From an optimization exercise on the open Yosys and OpenROAD flow, aimed at a short achievable clock period and few clock cycles per item; shortcuts taken in it are not production practice.
RTL that was checked went through simulation tests only; none was proved equivalent to the original.

==> inputs of branch pepper <==
==> flow/design.v (excerpt) <==
module cpu_top
(
    input  logic                   clk,
    input  logic                   rst_n,
    output logic                   io_stall,
    output logic                   imem_arvalid,
    output logic [32-1:0] imem_araddr,
    output logic                   imem_rready,
    input  logic                   imem_arready,
    input  logic                   imem_rvalid,
    input  logic [16-1:0] imem_rdata,
    output logic                   dmem_arvalid,
    output logic [32-1:0] dmem_araddr,
    output logic                   dmem_rready,
    input  logic                   dmem_arready,
    input  logic                   dmem_rvalid,
    input  logic [16-1:0] dmem_rdata,
    output logic                   dmem_awvalid,
    output logic [32-1:0] dmem_awaddr,
    output logic                   dmem_wvalid,
    output logic [16-1:0] dmem_wdata,
    output logic                   dmem_bready,
    input  logic                   dmem_awready,
    input  logic                   dmem_wready,
    input  logic                   dmem_bvalid
);
    logic        d_v, d_pt, d_stall;
    logic [15:0] d_inst;
    logic [15:0] d_rs_oh, d_rt_oh;
  ...
==> module cpu_control, before the edit <==
module cpu_control
(
    input  logic       clk,
    input  logic       rst_n,
    input  logic       done_alu,        
    input  logic       done_mem,        
    input  logic       complete,        
    input  logic       a_v,             
    input  logic [1:0] nq,              
    output logic       hold,            
    output logic       io_stall
);
    localparam int N = 3;
    logic [7:0] c0, c0_n;
    logic [5:0] c   [1:N];
    logic [5:0] c_n [1:N];
    logic [1:0] nout;
    always_comb begin
        c0_n = c0;
        for (int k = 1; k <= N; k++) c_n[k] = c[k];
        nout = {1'b0, a_v} + nq;
        if (complete) begin
            c0_n = c0 + {2'b0, c[1]};
            for (int k = 1; k < N; k++) c_n[k] = c[k+1];
            c_n[N] = '0;
            nout = nout - 2'd1;
        end
        if (done_mem) begin
            for (int k = 1; k <= N; k++) if (nout == 2'(k-1)) c_n[k] = 6'd1;
        end
        if (done_alu) begin
            if (nout == 2'd0) c0_n = c0_n + 8'd1;
            for (int k = 1; k <= N; k++) if (nout == 2'(k)) c_n[k] = c_n[k] + 6'd1;
        end
        if (c0 != 8'd0) c0_n = c0_n - 8'd1;
    end
    logic near_full;
    always_comb begin
        near_full = (c0 > 8'd170);
        for (int k = 1; k <= N; k++) if (c[k] > 6'd44) near_full = 1'b1;
    end
    always_ff @(posedge clk or negedge rst_n) begin
        if (!rst_n) begin
            c0       <= '0;
            for (int k = 1; k <= N; k++) c[k] <= '0;
            hold     <= 1'b0;
            io_stall <= 1'b1;
        end else begin
            c0       <= c0_n;
            for (int k = 1; k <= N; k++) c[k] <= c_n[k];
            hold     <= near_full;
            io_stall <= (c0 == 8'd0);
        end
    end
endmodule
make LEC_CHECK=0 CAP_MARGIN=20 CORE_MARGIN=2 CORE_UTILIZATION=40 SETUP_SLACK_MARGIN=3.0 SLEW_MARGIN=20 finish   # period 7.0 ns
run.sh (not shown) runs the stock make flow with config.mk's settings and CLKGATE_MAP_FILE= SYNTH_SCRIPT=/design/flow/synth_recipe.tcl, a recipe that flattens the netlist after the stock synthesis.
==> branch willow: changes against branch pepper <==
--- a/flow/design.v
+++ b/flow/design.v
@@ -71,20 +71,35 @@
     logic [5:0] c   [1:N];
     logic [5:0] c_n [1:N];
     logic [1:0] nout;
+    logic       q_alu, q_mem, q_complete;
+    logic [1:0] q_nout;
+    always_ff @(posedge clk or negedge rst_n) begin
+        if (!rst_n) begin
+            q_alu      <= 1'b0;
+            q_mem      <= 1'b0;
+            q_complete <= 1'b0;
+            q_nout     <= '0;
+        end else begin
+            q_alu      <= done_alu;
+            q_mem      <= done_mem;
+            q_complete <= complete;
+            q_nout     <= {1'b0, a_v} + nq;
+        end
+    end
     always_comb begin
         c0_n = c0;
         for (int k = 1; k <= N; k++) c_n[k] = c[k];
-        nout = {1'b0, a_v} + nq;
-        if (complete) begin
+        nout = q_nout;
+        if (q_complete) begin
             c0_n = c0 + {2'b0, c[1]};
             for (int k = 1; k < N; k++) c_n[k] = c[k+1];
             c_n[N] = '0;
             nout = nout - 2'd1;
         end
-        if (done_mem) begin
+        if (q_mem) begin
             for (int k = 1; k <= N; k++) if (nout == 2'(k-1)) c_n[k] = 6'd1;
         end
-        if (done_alu) begin
+        if (q_alu) begin
             if (nout == 2'd0) c0_n = c0_n + 8'd1;
             for (int k = 1; k <= N; k++) if (nout == 2'(k)) c_n[k] = c_n[k] + 6'd1;
         end
- SETUP_SLACK_MARGIN: 3.0 -> 3.5
==> results.json <==
{
  "status": "no timing/DRC/antenna violations",
  "finalCoreUtilization_pct": 45.5,
  "switching_share_pct": 36.4,
  "wl_met2_mm": 156,
  "synth-xor-area-share_pct": 2.51,
  "design.seq.count": 1837,
  "place_area_sq_um": 104000
}
[end of results for branch pepper]
==> results.json <==
{
  "synth_edf_count": 1363,
  "multi_input_area_sq_um": 45200,
  "wl_met2_mm": 164,
  "design.seq.count": 1841,
  "place_area_sq_um": 104000,
  "finalCoreUtilization_pct": 47.0,
  "switching_share_pct": 42.2,
  "status": "no timing/DRC/antenna violations",
  "synth-xor-area-share_pct": 2.49,
  "clkTransAtPathRegs_ps": 60
}
[end of results for branch willow]
Testbench counts of branch willow, summed over its fixed seeds: cycles 27,669, instructions 24,000.
The RTL of branch pepper was laid out without a check of its function.

[static timing again, ports no longer ideal]
The flow's constraints put no driver on any port. The routed layouts listed below were extracted and timed again, unchanged, in two steps. Step 1, drivers: a clkbuf_16 drives clk and a buf_2 each remaining input, both assumed. Step 2 times the ports against the registers' clock, not the clock port: input delays grow and output delays shrink by t, the midpoint of the rising clock arrivals with the driver on. Slacks: ideal ports / drivers / drivers and shift; pairs: ideal ports / drivers.
run | shift t [ns] | slack for setup (ns) | worst hold slack (ns) | clock arrival spread, ns
branch pepper | 0.940 | 3.076 / 3.076 / 2.191 | 0.380 / 0.380 / 0.380 | 0.091 / 0.091
branch willow | 0.944 | 2.939 / 2.939 / 2.171 | 0.343 / 0.343 / 0.343 | 0.079 / 0.079
After both steps setup and hold are still met in every run listed. For branch pepper, which loses most, drivers alone change the setup slack by 0.000 ns; drivers and shift together by -0.885 ns.
